What follows belongs to an exercise in optimizing a design on an open flow for small area and a short achievable clock period; a production flow would make more cautious choices. Function was checked by simulation only, so behaviour that the tests miss may differ from the original. Power is estimated from default activity; no workload was simulated.

## l1_ld_responder
module l1_ld_responder #(
  parameter int unsigned DEPTH    = 64,
  parameter int unsigned LAT      = 2,
  parameter logic [31:0] MISS_PTE = 32'hFFFF_F000
) (
  input  logic                     clk_i,
  input  logic                     resetn_i,
  input  logic [27:0]              l1_va_i,
  input  logic                     l1_va_vld_i,
  input  logic                     l1_cancel_i,
  input  logic                     stall_i,
  output logic [31:0]              l1_pa_o,
  output logic                     l1_vld_o,
  input  logic                     fill_we_i,
  input  logic [$clog2(DEPTH)-1:0] fill_idx_i,
  input  logic [31:0]              fill_data_i,
  input  logic                     inv_all_i,
  output logic [15:0]              cancel_cnt_o,
  output logic [15:0]              miss_cnt_o
);
  localparam int unsigned IW = $clog2(DEPTH);
  localparam int unsigned DW = 32;
  localparam int unsigned CW = 16;
  logic [DW-1:0]    mem_q [DEPTH];    
  logic [DEPTH-1:0] ent_vld_q;
  logic             vld1_q, vld2_q;
  logic             hit1_q;
  logic [DW-1:0]    data1_q, data2_q;
  logic [CW-1:0]    cancel_cnt_q;
  logic [CW-1:0]    miss_cnt_q;
  logic [IW-1:0]    rd_idx_c;
  logic [DEPTH-1:0] rd_sel_c;     
  ...
==> flow/config.mk <==
export PLATFORM = sky130hd
export DESIGN_NAME = l1_ld_responder
export DESIGN_NICKNAME = l1_ld_responder
export VERILOG_FILES = /design/flow/design.v
export SDC_FILE = /design/flow/constraint.sdc
export NUM_CORES = 4
export LEC_CHECK = 0
export CAP_MARGIN = 20
export CORE_MARGIN = 2
export CORE_UTILIZATION = 40
export CTS_BUF_LIST = sky130_fd_sc_hd__clkbuf_8
export SETUP_SLACK_MARGIN = 1.2
export SLEW_MARGIN = 20
==> flow/constraint.sdc <==
create_clock -name core_clock -period 4.0 [get_ports {clk_i}]
set_input_delay 0.8000 -clock core_clock [delete_from_list [all_inputs] [get_ports {clk_i}]]
set_output_delay 0.8000 -clock core_clock [all_outputs]
set_load 0.01 [all_outputs]
standard.sh (not shown) runs the stock make flow with config.mk's settings and CLKGATE_MAP_FILE= SYNTH_SCRIPT=/design/flow/synth_recipe.tcl, a recipe that flattens the netlist after the stock synthesis.
==> flow/flow/run.sh <==
#!/bin/bash
# Standard ORFS layout, except that the port buffers that placement inserts are
# plain buf cells (resizable by timing repair) instead of delay-buffer cells.
set -euo pipefail
# standard synthesis, unchanged
bash standard.sh synth > synth.log 2>&1
# rest of the standard flow, with the port buffer cell chosen
bash standard.sh finish "BUFFER_PORTS_ARGS=-buffer_cell sky130_fd_sc_hd__buf_4" > layout.log 2>&1
The starting point finished clean.
Next try:
Settings changed: CTS_BUF_LIST sky130_fd_sc_hd__clkbuf_8 to unset, SETUP_SLACK_MARGIN 1.2 to 1.5.
After rerunning: Non-clock buffer count is higher by 120; clock power goes up by about 9%; worst setup slack gains 340 ps.
Next try:
==> flow/run.sh (new file) <==
#!/bin/bash
# synth_recipe.tcl (not shown) runs the flow's synth.tcl, then flattens the netlist and writes it again
# the make line also repeats each setting of config.mk as NAME=value (left out here)
make -C /OpenROAD-flow-scripts/flow DESIGN_CONFIG=/design/flow/config.mk WORK_HOME=/design/flow/orfs CLKGATE_MAP_FILE= SYNTH_SCRIPT=/design/flow/synth_recipe.tcl finish
Settings changed: CTS_CLUSTER_DIAMETER set to 50, CTS_CLUSTER_SIZE set to 24.
removed: flow/flow/run.sh
removed: flow/standard.sh
What happened: Power falls by a few percent; via count is higher slightly; routed wire length is higher slightly; global-route usage is higher by 0.32 points; non-clock buffer count went up by 113; register-to-register slack stays flat; count of clock-buffer cells in the layout falls by 104; cell area climbs slightly; sequential share of layout area drops by 0.45 points; combinational power goes up by a few percent; clock power goes down by roughly a tenth.

---

The RTL this note starts from:
==> flow/design.v <==
module l1_ld_responder #(
  parameter int unsigned DEPTH    = 64,
  parameter int unsigned LAT      = 2,
  parameter logic [31:0] MISS_PTE = 32'hFFFF_F000
) (
  input  logic                     clk_i,
  input  logic                     resetn_i,
  input  logic [27:0]              l1_va_i,
  input  logic                     l1_va_vld_i,
  input  logic                     l1_cancel_i,
  input  logic                     stall_i,
  output logic [31:0]              l1_pa_o,
  output logic                     l1_vld_o,
  input  logic                     fill_we_i,
  input  logic [$clog2(DEPTH)-1:0] fill_idx_i,
  input  logic [31:0]              fill_data_i,
  input  logic                     inv_all_i,
  output logic [15:0]              cancel_cnt_o,
  output logic [15:0]              miss_cnt_o
);
  localparam int unsigned IW = $clog2(DEPTH);
  localparam int unsigned DW = 32;
  localparam int unsigned CW = 16;
  logic [DW-1:0]    mem_q [DEPTH];    
  logic [DEPTH-1:0] ent_vld_q;
  logic             vld1_q, vld2_q;
  logic             hit1_q;
  logic [DW-1:0]    data1_q, data2_q;
  logic [CW-1:0]    cancel_cnt_q;
  logic [CW-1:0]    miss_cnt_q;
  logic [IW-1:0]    rd_idx_c;
  logic [DEPTH-1:0] rd_sel_c;     
  logic [DEPTH-1:0] wr_sel_c;     
  logic [DW-1:0]    rd_data_c;
  logic             rd_hit_c;
  logic             cancel_c;
  logic             miss_c;
  assign rd_idx_c = l1_va_i[IW+1:2];
  always_comb begin
    for (int i = 0; i < DEPTH; i++) begin
      rd_sel_c[i] = (rd_idx_c == IW'(i)) & ~stall_i;
      wr_sel_c[i] = (fill_idx_i == IW'(i)) & fill_we_i;
    end
  end
  always_comb begin
    rd_data_c = stall_i ? data1_q : '0;
    rd_hit_c  = stall_i & hit1_q;
    for (int i = 0; i < DEPTH; i++) begin
      rd_data_c = rd_data_c | ({DW{rd_sel_c[i]}} & mem_q[i]);
      rd_hit_c  = rd_hit_c | (rd_sel_c[i] & ent_vld_q[i]);
    end
  end
  assign miss_c   = l1_va_vld_i & ~stall_i & ~rd_hit_c;
  assign cancel_c = l1_cancel_i & ~stall_i & vld1_q;
  assign l1_pa_o      = data2_q;
  assign l1_vld_o     = vld2_q;
  assign cancel_cnt_o = cancel_cnt_q;
  assign miss_cnt_o   = miss_cnt_q;
  for (genvar i = 0; i < DEPTH; i++) begin : g_row
    logic [DW-1:0] row_q;
    always_ff @(posedge clk_i) begin
      row_q <= (row_q & {DW{~wr_sel_c[i]}}) | (fill_data_i & {DW{wr_sel_c[i]}});
    end
    assign mem_q[i] = row_q;
  end
  always_ff @(posedge clk_i) begin
    data1_q <= rd_data_c;
    hit1_q  <= rd_hit_c;
    if (!stall_i) begin
      data2_q <= hit1_q ? data1_q : MISS_PTE;
    end
  end
  always_ff @(posedge clk_i or negedge resetn_i) begin
    if (!resetn_i) begin
      ent_vld_q    <= '0;
      cancel_cnt_q <= '0;
      miss_cnt_q   <= '0;
      vld1_q       <= 1'b0;
      vld2_q       <= 1'b0;
    end else begin
      ent_vld_q <= (ent_vld_q & {DEPTH{~inv_all_i}}) | wr_sel_c;
      if (!stall_i) begin
        vld1_q <= l1_va_vld_i;
        vld2_q <= vld1_q & ~l1_cancel_i;
      end
      if (cancel_c && (cancel_cnt_q != '1)) begin
        cancel_cnt_q <= cancel_cnt_q + CW'(1);
      end
      if (miss_c && (miss_cnt_q != '1)) begin
        miss_cnt_q <= miss_cnt_q + CW'(1);
      end
    end
  end
endmodule
Settings: LEC_CHECK=0, CAP_MARGIN=20, CORE_MARGIN=2, CORE_UTILIZATION=40, SETUP_SLACK_MARGIN=1.8, SLEW_MARGIN=20; clock period 4.0 ns.
==> flow/flow/run.sh <==
#!/bin/bash
# Standard ORFS layout, except that the port buffers that placement inserts are
# plain buf cells (resizable by timing repair) instead of delay-buffer cells.
set -euo pipefail
# standard synthesis, unchanged
bash standard.sh synth > synth.log 2>&1
# rest of the standard flow, with the port buffer cell chosen
bash standard.sh finish "BUFFER_PORTS_ARGS=-buffer_cell sky130_fd_sc_hd__buf_4" > layout.log 2>&1
Next try:
==> flow/run.sh (new file) <==
#!/bin/bash
# synth_recipe.tcl (not shown) runs the flow's synth.tcl, then flattens the netlist and writes it again
# the make line also repeats each setting of config.mk as NAME=value (left out here)
make -C /OpenROAD-flow-scripts/flow DESIGN_CONFIG=/design/flow/config.mk WORK_HOME=/design/flow/orfs CLKGATE_MAP_FILE= SYNTH_SCRIPT=/design/flow/synth_recipe.tcl finish
Settings changed: CORE_UTILIZATION 40 to 55, CTS_CLUSTER_DIAMETER from default to 50, CTS_CLUSTER_SIZE from default to 24, SETUP_SLACK_MARGIN 1.8 to 1.5.
removed: flow/flow/run.sh
removed: flow/standard.sh
The new run passed the timing, DRC and antenna checks.
Power came out lower by 3.5%.
Routed wire length came out lower by 2.5%.
Register-to-register slack loses 0.10 ns.
Core utilization came out higher by 17 points.

## re-timing with driven ports
In the flow no input, the clock included, has a driving cell. The finished layouts below were timed again as built, in two steps.
Step 1, drivers: a clkbuf_16 drives clk_i and a buf_2 each remaining input, both assumed.
Step 2 adds t to the input delays and takes it off the output delays; t is the mean of the earliest and latest rising clock arrival at the registers after step 1. Input paths then give back, and output paths get back, about the clock's delay inside the block.
Slacks: no drivers / after step 1 / after step 2; pairs: no drivers / after step 1.
run | shift t [ns] | setup WS [ns] | hold slack, ns | latest minus earliest clock arrival (ns) | worst register clock-pin slew, ns | worst slew at a driven data input, ns
the first run of note 1 | 1.175 | 1.085 / 1.059 / -0.115 | 0.071 / 0.021 / 0.497 | 0.093 / 0.093 | 0.07 / 0.07 | 0.13
the second run of note 1 | 0.953 | 1.427 / 1.349 / 0.396 | 0.124 / 0.069 / 0.492 | 0.049 / 0.049 | 0.07 / 0.07 | 0.29
the third run of note 1 | 0.935 | 1.364 / 1.357 / 0.422 | 0.484 / 0.424 / 0.488 | 0.055 / 0.055 | 0.10 / 0.10 | 0.17
the first run of note 2 | 0.964 | 1.498 / 1.363 / 0.399 | 0.128 / 0.071 / 0.523 | 0.062 / 0.062 | 0.07 / 0.07 | 0.34
the second run of note 2 | 0.924 | 1.303 / 1.360 / 0.436 | 0.011 / -0.031 / 0.488 | 0.052 / 0.052 | 0.09 / 0.09 | 0.17
Met with ideal ports but missed after step 2: setup timing in the first run of note 1. The setup slack of the first run of note 1, which loses most, moves by -0.026 ns with the drivers and by -1.200 ns with both steps.
